What follows belongs to an exercise in optimizing a design on an open flow for small area, a short achievable clock period and few clock cycles; a production flow would make more cautious choices.
In this exercise RTL edits were held to simulation tests only and were not proved equivalent to the original.

==> flow/design.v <==
module dot_product_unit #(
   parameter int LENGTH    = 96,
   parameter int A_WIDTH   = 5,
   parameter int B_WIDTH   = 5,
   parameter int OUT_WIDTH = 16
) (
   input  logic [LENGTH*A_WIDTH-1:0] feature,
   input  logic [LENGTH*B_WIDTH-1:0] weight,
   output logic [OUT_WIDTH-1:0]      result
);
   localparam int RAW_W = A_WIDTH + B_WIDTH + $clog2(LENGTH);
   localparam int ACC_W = (RAW_W > OUT_WIDTH) ? RAW_W : OUT_WIDTH;
   logic [ACC_W-1:0] acc;
   always_comb begin
      acc = '0;
      for (int k = 0; k < LENGTH; k++) begin
         acc = acc + ACC_W'(feature[k*A_WIDTH +: A_WIDTH]) * ACC_W'(weight[k*B_WIDTH +: B_WIDTH]);
      end
   end
   assign result = acc[OUT_WIDTH-1:0];
endmodule
module transformation_block #(
   parameter int FEATURE_COLS      = 96,
   parameter int WEIGHT_ROWS       = 96,
   parameter int FEATURE_ROWS      = 6,
   parameter int WEIGHT_COLS       = 3,
   parameter int FEATURE_WIDTH     = 5,
   parameter int WEIGHT_WIDTH      = 5,
   parameter int DOT_PROD_WIDTH    = 16,
   parameter int ADDRESS_WIDTH     = 13,
   parameter int FEATURE_BASE_ADDR = 512
) (
   input  logic                                             clk,
   input  logic                                             reset,
   input  logic                                             start,
   input  logic [WEIGHT_ROWS*WEIGHT_WIDTH-1:0]              data_in,
   output logic [ADDRESS_WIDTH-1:0]                         read_address,
   output logic                                             enable_read,
   output logic [FEATURE_ROWS*WEIGHT_COLS*DOT_PROD_WIDTH-1:0] fm_row_out,
   output logic                                             done
);
   localparam logic [1:0] IDLE   = 2'd0;
   localparam logic [1:0] READ_W = 2'd1;
   localparam logic [1:0] READ_F = 2'd2;
   localparam logic [1:0] DONE   = 2'd3;
   localparam int ROW_W = (FEATURE_ROWS > 1) ? $clog2(FEATURE_ROWS) : 1;
   localparam int COL_W = (WEIGHT_COLS > 1) ? $clog2(WEIGHT_COLS) : 1;
   localparam logic [ROW_W-1:0] LAST_ROW = ROW_W'(FEATURE_ROWS - 1);
   localparam logic [COL_W-1:0] LAST_COL = COL_W'(WEIGHT_COLS - 1);
   localparam logic [ADDRESS_WIDTH-1:0] BASE_ADDR = ADDRESS_WIDTH'(FEATURE_BASE_ADDR);
   logic [1:0]                             state;
   logic [1:0]                             next_state;
   logic [ROW_W-1:0]                       row_idx;
   logic [COL_W-1:0]                       col_idx;
   logic [WEIGHT_ROWS*WEIGHT_WIDTH-1:0]    weight_buf;
   logic [FEATURE_COLS*FEATURE_WIDTH-1:0]  feature_vec;
   logic [DOT_PROD_WIDTH-1:0]              dot_result;
   always_comb begin
      for (int k = 0; k < FEATURE_COLS; k++) begin
         feature_vec[k*FEATURE_WIDTH +: FEATURE_WIDTH] =
            FEATURE_WIDTH'(data_in[k*WEIGHT_WIDTH +: WEIGHT_WIDTH]);
      end
   end
   dot_product_unit #(
      .LENGTH   (FEATURE_COLS),
      .A_WIDTH  (FEATURE_WIDTH),
      .B_WIDTH  (WEIGHT_WIDTH),
      .OUT_WIDTH(DOT_PROD_WIDTH)
   ) u_dot (
      .feature(feature_vec),
      .weight (weight_buf),
      .result (dot_result)
   );
   always_ff @(posedge clk or posedge reset) begin
      if (reset) begin
         state <= IDLE;
      end else begin
         state <= next_state;
      end
   end
   always_comb begin
      next_state   = state;
      enable_read  = 1'b0;
      read_address = '0;
      done         = 1'b0;
      case (state)
         IDLE: begin
            if (start) next_state = READ_W;
         end
         READ_W: begin
            enable_read  = 1'b1;
            read_address = ADDRESS_WIDTH'(col_idx);
            next_state   = READ_F;
         end
         READ_F: begin
            enable_read  = 1'b1;
            read_address = BASE_ADDR + ADDRESS_WIDTH'(row_idx);
            if (row_idx == LAST_ROW) begin
               next_state = (col_idx == LAST_COL) ? DONE : READ_W;
            end
         end
         DONE: begin
            done = 1'b1;
            if (!start) next_state = IDLE;
         end
         default: next_state = IDLE;
      endcase
   end
   always_ff @(posedge clk or posedge reset) begin
      if (reset) begin
         row_idx    <= '0;
         col_idx    <= '0;
         weight_buf <= '0;
         fm_row_out <= '0;
      end else begin
         case (state)
            IDLE: begin
               if (start) begin
                  row_idx <= '0;
                  col_idx <= '0;
               end
            end
            READ_W: begin
               weight_buf <= data_in;
               row_idx    <= '0;
            end
            READ_F: begin
               fm_row_out[(row_idx*WEIGHT_COLS + col_idx)*DOT_PROD_WIDTH +: DOT_PROD_WIDTH] <= dot_result;
               if (row_idx != LAST_ROW) begin
                  row_idx <= row_idx + 1'b1;
               end else if (col_idx != LAST_COL) begin
                  col_idx <= col_idx + 1'b1;
               end
            end
            default: ;
         endcase
      end
   end
endmodule
==> flow/run.sh <==
#!/bin/bash
# synth_recipe.tcl (not shown) runs the flow's synth.tcl, then flattens the netlist and writes it again
# the make line also repeats each setting of config.mk as NAME=value (left out here)
make -C /OpenROAD-flow-scripts/flow DESIGN_CONFIG=/design/flow/config.mk WORK_HOME=/design/flow/orfs CLKGATE_MAP_FILE= SYNTH_SCRIPT=/design/flow/synth_recipe.tcl finish
==> flow/config.mk <==
export PLATFORM = sky130hd
export DESIGN_NAME = transformation_block
export DESIGN_NICKNAME = transformation_block
export VERILOG_FILES = /design/flow/design.v
export SDC_FILE = /design/flow/constraint.sdc
export NUM_CORES = 4
export LEC_CHECK = 0
export CAP_MARGIN = 20
export CORE_MARGIN = 2
export CORE_UTILIZATION = 30
export SLEW_MARGIN = 20
==> flow/constraint.sdc <==
create_clock -name core_clock -period 15.0 [get_ports {clk}]
set_input_delay 3.0000 -clock core_clock [delete_from_list [all_inputs] [get_ports {clk}]]
set_output_delay 3.0000 -clock core_clock [all_outputs]
set_load 0.01 [all_outputs]
==> metrics.yaml <==
outcome:
  outcome: "no timing/DRC/antenna violations"
global_routing:
  antenna_found_initial: 117
  grt_usage: 0.178
  grt_first_pass_wirelength_mm: 549
  grt_pass1_vias: 87800
  grt_max_degree: 169
  grt_overflow: 0
worst_hold_path:
  holdCritStartpoint: "fm_row_out[272]"
  min_to: "fm_row_out[272]"
  worstHoldPathType: "flip-flop to flip-flop"
  hold_depth: 2
route:
  routedWlPerCell_um: 19.4
  firstDrtPassIters: 7
  drc: 0
  vias_per_cell: 4.53
  ant_nets: 0
  num_vias: 84100
  wl_mm: 360
  first_iter_violations: 3997
critical_path:
  r2r_end: "fm_row_out[223]"
  cp_slowest_cell: "fa_1"
  critPathMostFrequentCell: "fa_1"
  worstSetupPathType: "input port to flip-flop"
  reg2reg_from: "weight_buf[77]"
  reg2regPathDepth: 33
  cp_max_fo: 18
  critical_path_arrival_ps: 14580
  worstPathRequired_ps: 15680
  crit_start: "data_in[75]"
  critPathLaunchType: "input port"
  end_kind: "flip-flop"
  r2r_slack_ps: 3360
  worst_path_largest_cell_delay_ps: 700
sta:
  worstMarginPinSlew_ps: 1180
  hold_viol: 0
  slew_headroom: 0.214
  tns_ps: 0
  fin_crit_sh: 0.927
  period_minus_slack_ps: 13910
  timing.fmax_mhz: 71.9
  skew_ps: 131
  finalSetupViolCount: 0
  rsz0062_at_grt: "false"
  drv_slew: 0
floorplan:
  dieHeight_um: 640
  ioPinCount: 786
  rows: 233
  die_x_um: 640
  dieArea_mm2: 0.409
  initial_utilization: 0.301
  core_area_mm2: 0.403
synth:
  yosys.area.top_type_share: 0.296
  synth_async_sr_flop_share: 1.00
  synthTopCellsByArea: "fa_1, ha_1, dfrtp_1"
  ys.flop_type: "dfrtp_1"
  synth.distinct_cells: 62
  seq_area_frac_synth: 0.160
  syn_area_mm2: 0.121
  synth-edff-count: 0
  synth_cells: 12100
  synth-seq-cells: 775
  yosys.area.top_type: "fa_1"
  yosys_warnings: 2
  post_synth.cell_area_avg_um2: 9.99
clock_tree:
  cts_resized: 0
  cts_tree: "done"
  htreeDepth: 3
  ctsRootBufferMaster: "clkbuf_16"
  cts_buffers: 117
  cts_setup_buffers: 0
  cts_sinks: 775
  hold_buffers: 0
  cts_buffer_depth: 4
  clk_pin_slew_ps: 60
  clk-insertion-delay-late_ps: 910
cells_and_area:
  area_growth_pct: 15.9
  fin_nets: 17100
  drive_gt1_frac: 0.0694
  finish.utilization: 0.349
  nFillCells: 40900
placed_design:
  gp_congestion: 0.878
  io_buffers: 776
  dp_hpwl_mm: 312
flow_run:
  drv_cap: 0
-- final cells by class --
cell class	instances	area, um^2	area share
diodes	52	130	0.000926
clock buffers	161	3360	0.0239
clock inverters	48	751	0.00535
inverters	2114	7940	0.0565
multi-input cells	9132	93400	0.665
flip-flops and latches	775	19400	0.138
well taps	5405	6760	0.0482
repair buffers	878	8680	0.0618
-- worst max-delay path by stage --
| stage | endpoint | slack, ps |
|---|---|---|
| after floorplan | col_idx[0] | 1370 |
| after global placement | fm_row_out[76] | 260 |
| after detailed placement | fm_row_out[76] | 210 |
| after CTS | fm_row_out[254] | 1150 |
| after global routing | fm_row_out[190] | 660 |
| final | fm_row_out[223] | 1090 |
-- synthesized netlist by cell type (3+ instances only) --
| cell type | number |
|---|---|
| buf_2 | 16 |
| fa_1 | 1795 |
| o21bai_1 | 65 |
| clkbuf_1 | 78 |
| o21ai_1 | 39 |
| xor2_2 | 3 |
| inv_1 | 2114 |
| xnor2_1 | 363 |
| mux2_2 | 571 |
| dfrtp_1 | 775 |
| o21ai_2 | 9 |
| a21o_1 | 196 |
| a21oi_1 | 281 |
| or3_1 | 3 |
| nor2_1 | 317 |
| o21ai_0 | 253 |
| nor2b_1 | 34 |
| nor3_1 | 101 |
| nand2_1 | 1415 |
| o31ai_1 | 8 |
| and2_1 | 1412 |
| o41ai_1 | 96 |
| nand3_1 | 3 |
| o21a_1 | 4 |
| buf_1 | 12 |
| xor2_1 | 235 |
| nand2b_1 | 34 |
| buf_4 | 12 |
| ha_1 | 1840 |
| mux2_4 | 5 |
| mux2_1 | 6 |
| nor2_2 | 3 |
| buf_6 | 7 |
-- stage by stage --
stage / cells / area (um^2) / setup slack (ps) / hold WS [ps]
floorplan: 12100 / 121000 / 1370 / 489
global placement: 18300 / 136000 / 263 / 460
detailed placement: 18300 / 136000 / 213 / 464
CTS: 18500 / 140000 / 1150 / 479
global route: 18500 / 140000 / 657 / 496
finish: 18600 / 140000 / 1090 / 476
-- cell families (layout without fill, tap and decap cells) --
group           count (synthesis)  in the layout  share of synthesized area
mux                           583            583                     0.0543
other cells                     1             61                  0.0000309
buf+inv                      2241           3201                     0.0704
fa+ha+maj                    3635           3635                      0.486
xor+xnor                      602            602                     0.0437
compound gates                966            966                     0.0495
flops                         775            775                      0.160
simple gates                 3337           3337                      0.136
-- layout by cell type, fill, tap and decap left out, types with 196 or more instances in the layout --
| cell | n |
|---|---|
| o21ai_0 | 253 |
| a21o_1 | 196 |
| nand2_1 | 1414 |
| a21oi_1 | 281 |
| inv_1 | 2113 |
| clkdlybuf4s50_1 | 776 |
| nor2_1 | 317 |
| dfrtp_1 | 775 |
| and2_1 | 1412 |
| xnor2_1 | 359 |
| mux2_2 | 571 |
| ha_1 | 1839 |
| xor2_1 | 229 |
| fa_1 | 1795 |
-- flip-flops by register name, indices dropped and copies added, names as in the netlist --
| register | flops |
|---|---|
| col_idx | 2 |
| fm_row_out | 288 |
| weight_buf | 480 |
| state | 2 |
| row_idx | 3 |
-- per-layer routing --
layer	GRT usage	wire, um	up-vias	share of wire
li1	-	-	40100	-
met1	0.233	157000	42100	0.44
met2	0.298	173000	1356	0.48
met3	0.0293	18700	420	0.052
met4	0.0566	11500	68	0.032
met5	0	467	-	0.0013
-- worst max-delay path: cells and delay by family --
| kind | cells | cell delay, ps |
|---|---|---|
| adders and majority gates | 16 | 8120 |
| and+or+nand+nor | 2 | 330 |
| xor gates and xnor gates | 2 | 550 |
| muxes | 1 | 290 |
| AOI/OAI and AO/OA | 6 | 1150 |
| buffers and inverters | 7 | 1090 |
Testbench counts, summed over its fixed seeds: cycles 23,552.

[static timing again, ports no longer ideal]
The flow's constraints put no driver on any port. The routed layout listed below was extracted and timed again, unchanged, in two steps.
Step 1: set_driving_cell puts a clkbuf_16 on clk and a buf_2 on each other input, an assumption about the parent block.
Step 2, shift: input delay + t, output delay - t, t = (earliest + latest rising clock arrival at the registers) / 2. This alone moves slack from input paths to output paths.
Three values: no drivers, after step 1, after step 2; two values: the first two.
shift t [ns]: 0.952
setup WS [ns]: 1.091 / 1.138 / 0.186
hold slack, ns: 0.476 / 0.476 / 0.476
pins driven straight from the clock port: 1
After both steps this run still meets setup and hold. The setup slack of this run moves by +0.047 ns with the drivers and by -0.905 ns with both steps.
